What follows belongs to an exercise in optimizing a design on an open flow for small area and few clock cycles per item; a production flow would make more cautious choices. Only simulation tests tie the RTL to the original design; equivalence was not proved. No activity file was given, so power comes from the tool's default toggle rates. No driver is modelled on the clock port, so clocking that relies on it looks cheaper here than on a real chip.

==> flow/design.v <==
package ofdm_pkg;
  localparam int N_FFT    = 64;
  localparam int LOG2_N   = 6;
  localparam int CP_LEN   = 16;
  localparam int SAMPLE_W = 32;
  typedef enum logic [1:0] {
    IDLE = 2'd0,
    PFX  = 2'd1,
    BODY = 2'd2
  } rd_state_e;
endpackage
module cp_ram
#(
   parameter int WIDTH = 32,
   parameter int N     = 64
) (
   input  logic             clk,
   input  logic [N/4-1:0]   ins,      
   input  logic [WIDTH-1:0] wd,
   input  logic [3:0]       tap,      
   output logic [WIDTH-1:0] rd
);
   logic [WIDTH-1:0] ring [N];
   logic [WIDTH-1:0] wd_n;
   assign wd_n = ~wd;
   always_ff @(posedge clk) begin
      for (int p = 0; p < N; p++) begin
         if (p % 4 == 1) ring[p] <= ins[p / 4] ? (((p / 4) % 2 == 0) ? wd_n : wd)
                                               : ~ring[(p + N - 1) % N];
         else            ring[p] <= ring[(p + N - 1) % N];
      end
   end
   assign rd = ({WIDTH{tap[0]}} & ring[0])     | ({WIDTH{tap[1]}} & ring[N / 4]) |
               ({WIDTH{tap[2]}} & ring[N / 2]) | ({WIDTH{tap[3]}} & ring[3 * N / 4]);
endmodule
module cp_insert
#(
   parameter int WIDTH = 32,
   parameter int N     = 64,
   parameter int B     = 6,
   parameter int CP    = 16
) (
   input  logic             clk,
   input  logic             rst,
   input  logic             ena_in,
   input  logic [WIDTH-1:0] dat_in,
   output logic             in_rdy,
   output logic             val_out,
   output logic             sym_sta,
   output logic [WIDTH-1:0] dat_out
);
   if (N != 64 || B != 6 || CP != 16) begin : g_bad_par
      $error("cp_insert: this implementation is built for N = 64, B = 6, CP = 16");
   end
   logic [B-1:0] ph, ph_nxt;
   logic [B-1:0] wa, wa_nxt;
   logic [B-1:0] wpos;
   logic         full, full_nxt;
   logic         act, act_nxt;
   logic         body, body_nxt;
   logic [1:0]   tsel, tsel_nxt;
   logic [3:0]   toh, toh_nxt;
   logic [B-1:0] ra;
   logic         free, rdy, acc, last_in, last_pfx, last_out, start;
   logic [N/4-1:0] ins;
   assign ra = {ph[5:4] - tsel, ph[3:0]};
   assign wpos = ph + B'(1) - wa;
   assign free = !full || (act && body && wa <= ra);
   assign rdy  = (wpos[1:0] == 2'b01) && free;
   assign acc  = ena_in && rdy;
   always_comb begin
      ins = '0;
      if (acc) ins[wpos[B-1:2]] = 1'b1;
   end
   assign last_in  = acc && (wa == B'(N - 1));
   assign last_pfx = act && !body && (ph[3:0] == 4'hf);
   assign last_out = act && body && (ra == B'(N - 1));
   assign wa_nxt   = acc ? wa + B'(1) : wa;
   assign full_nxt = last_in || (full && !last_out);
   assign ph_nxt   = (!full_nxt && wa_nxt == '0) ? '0 : ph + B'(1);
   assign start    = full_nxt && (!act || last_out) && (ph_nxt[3:0] == 4'h0);
   always_comb begin
      act_nxt  = act;
      body_nxt = body;
      tsel_nxt = tsel;
      toh_nxt  = toh;
      if (start) begin
         act_nxt  = 1'b1;
         body_nxt = 1'b0;
         tsel_nxt = ph_nxt[5:4] + 2'd1;
         toh_nxt  = 4'b0001 << (ph_nxt[5:4] + 2'd1);
      end else begin
         if (last_pfx) body_nxt = 1'b1;
         if (last_out) act_nxt  = 1'b0;
      end
   end
   always_ff @(posedge clk or negedge rst) begin
      if (!rst) begin
         ph   <= '0;
         wa   <= '0;
         full <= 1'b0;
         act  <= 1'b0;
      end else begin
         ph   <= ph_nxt;
         wa   <= wa_nxt;
         full <= full_nxt;
         act  <= act_nxt;
      end
   end
   always_ff @(posedge clk) begin
      body <= body_nxt;
      tsel <= tsel_nxt;
      toh  <= toh_nxt;
   end
   cp_ram #(
      .WIDTH (WIDTH),
      .N     (N)
   ) u_ram (
      .clk (clk),
      .ins (ins),
      .wd  (dat_in),
      .tap (toh),
      .rd  (dat_out)
   );
   assign in_rdy  = rdy;
   assign val_out = act;
   assign sym_sta = act && !body && (ph[3:0] == 4'h0);
endmodule
==> flow/config.mk <==
export PLATFORM = sky130hd
export DESIGN_NAME = cp_insert
export DESIGN_NICKNAME = cp_insert
export VERILOG_FILES = /design/flow/design.v
export SDC_FILE = /design/flow/constraint.sdc
export NUM_CORES = 4
export LEC_CHECK = 0
export CAP_MARGIN = 0
export CORE_MARGIN = 2
export CORE_UTILIZATION = 60
export CTS_BUF_LIST = sky130_fd_sc_hd__clkbuf_16
export CTS_CLUSTER_DIAMETER = 100
export CTS_CLUSTER_SIZE = 36
export SLEW_MARGIN = 0
export SYNTH_MEMORY_MAX_BITS = 16384
==> flow/constraint.sdc <==
create_clock -name core_clock -period 7.0 [get_ports {clk}]
set_input_delay 1.4000 -clock core_clock [delete_from_list [all_inputs] [get_ports {clk}]]
set_output_delay 1.4000 -clock core_clock [all_outputs]
set_load 0.01 [all_outputs]
standard.sh (not shown) runs the stock make flow with config.mk's settings and CLKGATE_MAP_FILE= SYNTH_SCRIPT=/design/flow/synth_recipe.tcl, a recipe that flattens the netlist after the stock synthesis.
==> flow/flow/run.sh <==
#!/bin/bash
set -e
export BUFFER_PORTS_ARGS="-buffer_cell sky130_fd_sc_hd__buf_1"
export CTS_ARGS="-sink_clustering_enable -repair_clock_nets -sink_clustering_size 36 -sink_clustering_max_diameter 100 -buf_list sky130_fd_sc_hd__clkbuf_16 -dont_use_dummy_load"
bash standard.sh > standard.log 2>&1
Testbench counts at the start, summed over its fixed seeds: cycles 15,872, symbols 192.
==> next run, changes <==
==> flow/flow/run.sh (replaced) <==
#!/bin/bash
set -e
export BUFFER_PORTS_ARGS="-buffer_cell sky130_fd_sc_hd__buf_1"
export CTS_ARGS="-sink_clustering_enable -repair_clock_nets -sink_clustering_size 34 -sink_clustering_max_diameter 100 -buf_list sky130_fd_sc_hd__clkbuf_16 -dont_use_dummy_load"
bash standard.sh > standard.log 2>&1
--- a/flow/config.mk
+++ b/flow/config.mk
@@ -12,3 +12,3 @@
 export CTS_CLUSTER_DIAMETER = 100
-export CTS_CLUSTER_SIZE = 36
+export CTS_CLUSTER_SIZE = 34
 export SLEW_MARGIN = 0
The changed run passed the timing, design-rule and antenna checks.
Setup slack is worse by 0.0091 ns.
Clock skew grows by 0.029 ns.
Synthesized cell count does not change.
Non-clock buffer count is unchanged.
Design area hardly moves.
Via count hardly moves.
==> next run, changes <==
==> flow/flow/run.sh (replaced) <==
#!/bin/bash
set -e
export BUFFER_PORTS_ARGS="-buffer_cell sky130_fd_sc_hd__buf_1"
export CTS_ARGS="-sink_clustering_enable -repair_clock_nets -sink_clustering_size 32 -sink_clustering_max_diameter 100 -buf_list sky130_fd_sc_hd__clkbuf_16 -dont_use_dummy_load"
bash standard.sh > standard.log 2>&1
--- a/flow/config.mk
+++ b/flow/config.mk
@@ -9,6 +9,6 @@
 export CORE_MARGIN = 2
-export CORE_UTILIZATION = 60
+export CORE_UTILIZATION = 75
 export CTS_BUF_LIST = sky130_fd_sc_hd__clkbuf_16
 export CTS_CLUSTER_DIAMETER = 100
-export CTS_CLUSTER_SIZE = 34
+export CTS_CLUSTER_SIZE = 32
 export SLEW_MARGIN = 0
Outcome: The new run finished clean; via count is higher by 1.5%; global-route usage came out higher by 5.6 points; power goes up by 0.82%; worst setup slack loses 0.18 ns.
==> next run, changes <==
==> flow/flow/run.sh (replaced) <==
#!/bin/bash
set -e
export BUFFER_PORTS_ARGS="-buffer_cell sky130_fd_sc_hd__buf_1"
export CTS_ARGS="-sink_clustering_enable -repair_clock_nets -sink_clustering_size 34 -sink_clustering_max_diameter 100 -buf_list {sky130_fd_sc_hd__clkbuf_8 sky130_fd_sc_hd__clkbuf_16} -dont_use_dummy_load"
bash standard.sh > standard.log 2>&1
--- a/flow/config.mk
+++ b/flow/config.mk
@@ -9,6 +9,6 @@
 export CORE_MARGIN = 2
-export CORE_UTILIZATION = 75
-export CTS_BUF_LIST = sky130_fd_sc_hd__clkbuf_16
+export CORE_UTILIZATION = 60
+export CTS_BUF_LIST = sky130_fd_sc_hd__clkbuf_8 sky130_fd_sc_hd__clkbuf_16
 export CTS_CLUSTER_DIAMETER = 100
-export CTS_CLUSTER_SIZE = 32
+export CTS_CLUSTER_SIZE = 34
 export SLEW_MARGIN = 0
Result: Area after synthesis does not change. Worst setup slack gains 0.18 ns. Wire length drops by a few percent. Final area climbs slightly. Synthesized cell count does not change. Core utilization drops by 16 points. Power drops slightly. Global-route usage drops by 5.6 points.

* * *

RTL: the design.v shown in full above, as it stands there.
Settings: LEC_CHECK=0, CAP_MARGIN=20, CORE_MARGIN=2, CORE_UTILIZATION=60, CTS_BUF_LIST=sky130_fd_sc_hd__clkbuf_16, CTS_CLUSTER_DIAMETER=70, CTS_CLUSTER_SIZE=32, SLEW_MARGIN=20, SYNTH_MEMORY_MAX_BITS=16384; clock period 7.0 ns.
==> flow/flow/run.sh <==
#!/bin/bash
set -e
export BUFFER_PORTS_ARGS="-buffer_cell sky130_fd_sc_hd__buf_1"
bash standard.sh > standard.log 2>&1
Testbench counts at the start, summed over its fixed seeds: cycles 15,872, symbols 192.
==> next run, changes <==
==> flow/run.sh (new file) <==
#!/bin/bash
# synth_recipe.tcl (not shown) runs the flow's synth.tcl, then flattens the netlist and writes it again
# the make line also repeats each setting of config.mk as NAME=value (left out here)
make -C /OpenROAD-flow-scripts/flow DESIGN_CONFIG=/design/flow/config.mk WORK_HOME=/design/flow/orfs CLKGATE_MAP_FILE= SYNTH_SCRIPT=/design/flow/synth_recipe.tcl finish
removed: flow/flow/run.sh
removed: flow/standard.sh
Effect:
- die area does not change
- total power is higher by 0.45%
- routed wire length is higher by 2.3%

* * *

Setup of build 68:
Starts from the design.v that is shown in full above.
clock: 7.0 ns
lec_check: 0
cap_margin: 20
core_margin: 2
core_utilization: 60
cts_buf_list: sky130_fd_sc_hd__clkbuf_16
cts_cluster_diameter: 50
cts_cluster_size: 36
slew_margin: 20
synth_memory_max_bits: 16384
run.sh (not shown) runs the stock make flow with config.mk's settings and CLKGATE_MAP_FILE= SYNTH_SCRIPT=/design/flow/synth_recipe.tcl, a recipe that flattens the netlist after the stock synthesis.
Stock flow here: none of the scripts above is used.
Testbench counts of build 68, summed over its fixed seeds: cycles 15,872, symbols 192.
For build 85, these inputs were changed with respect to build 68:
- swapping 50 for 100 in CTS_CLUSTER_DIAMETER
- swapping 36 for 32 in CTS_CLUSTER_SIZE
- swapping 20 for 0 in SLEW_MARGIN
- swapping 20 for 0 in CAP_MARGIN
==> flow/flow/run.sh (new file) <==
#!/bin/bash
set -e
export BUFFER_PORTS_ARGS="-buffer_cell sky130_fd_sc_hd__buf_1"
export CTS_ARGS="-sink_clustering_enable -repair_clock_nets -sink_clustering_size 32 -sink_clustering_max_diameter 100 -buf_list sky130_fd_sc_hd__clkbuf_16 -dont_use_dummy_load"
bash standard.sh > standard.log 2>&1
==> flow/standard.sh (new file) <==
#!/bin/bash
# synth_recipe.tcl (not shown) runs the flow's synth.tcl, then flattens the netlist and writes it again
# the make line also repeats each setting of config.mk as NAME=value (left out here)
make -C /OpenROAD-flow-scripts/flow DESIGN_CONFIG=/design/flow/config.mk WORK_HOME=/design/flow/orfs CLKGATE_MAP_FILE= SYNTH_SCRIPT=/design/flow/synth_recipe.tcl "${@:-finish}"
removed: flow/run.sh
==> results.txt <==
- Build 85 — post-synthesis to final-layout area growth 7.0 points lower, build 68 as reference
- Going from build 68 to build 85, placement-stage cell area lower; proportion of power drawn by combinational gates has increased.
- The higher final RePlAce weighted congestion came out of build 68.
- Routed wire in build 85 totals less than in build 68.
Setup changes, build 85 to build 44
==> flow/run.sh (new file) <==
#!/bin/bash
# synth_recipe.tcl (not shown) runs the flow's synth.tcl, then flattens the netlist and writes it again
# the make line also repeats each setting of config.mk as NAME=value (left out here)
make -C /OpenROAD-flow-scripts/flow DESIGN_CONFIG=/design/flow/config.mk WORK_HOME=/design/flow/orfs CLKGATE_MAP_FILE= SYNTH_SCRIPT=/design/flow/synth_recipe.tcl finish
removed: flow/flow/run.sh
removed: flow/standard.sh
### Flow results
NOTE total power after layout build 85->build 44 increased slightly
Comparing build 85 and build 44, the lower worst setup slack is on build 44.
Going from build 85 to build 44, the routed wire length was found to have gone up by 1500 µm.

[afterwards: timing with drivers on the ports]
Ports are ideal in the flow. The routed layouts listed here were re-timed in OpenROAD. Step 1 (the two cells are an assumption about what drives the block):
set clk [get_ports {clk}]
set_driving_cell -lib_cell sky130_fd_sc_hd__clkbuf_16 $clk
set_driving_cell -lib_cell sky130_fd_sc_hd__buf_2 [delete_from_list [all_inputs] $clk]
Step 2 moves the port delays by t, midway between the first and last clock arrival at a register: inputs arrive t later, outputs are due t later. That takes back most of the time a late clock gives input paths. Slacks: ideal / step 1 / step 2; pairs: ideal / step 1.
run | shift t [ns] | setup slack, ns | worst setup path after step 2 | latest minus earliest clock arrival (ns) | pins driven straight from the clock port
the first run of note 1 | 0.693 | 1.999 / 1.999 / 1.999 | register to register | 0.049 / 0.049 | 1
the second run of note 1 | 0.681 | 1.990 / 1.990 / 1.990 | register to register | 0.075 / 0.075 | 1
the third run of note 1 | 0.699 | 1.810 / 1.810 / 1.810 | register to register | 0.058 / 0.058 | 1
the fourth run of note 1 | 0.681 | 1.990 / 1.990 / 1.990 | register to register | 0.075 / 0.075 | 1
the first run of note 2 | 0.699 | 2.324 / 2.324 / 2.324 | register to register | 0.023 / 0.023 | 1
the second run of note 2 | 0.705 | 1.917 / 1.917 / 1.917 | register to register | 0.026 / 0.026 | 1
build 68 | 0.778 | 1.933 / 1.933 / 1.933 | register to register | 0.037 / 0.036 | 1
build 85 | 0.690 | 1.992 / 1.992 / 1.992 | register to register | 0.040 / 0.039 | 1
build 44 | 0.702 | 1.904 / 1.904 / 1.904 | register to register | 0.023 / 0.023 | 1
After both steps every run listed still meets setup and hold.
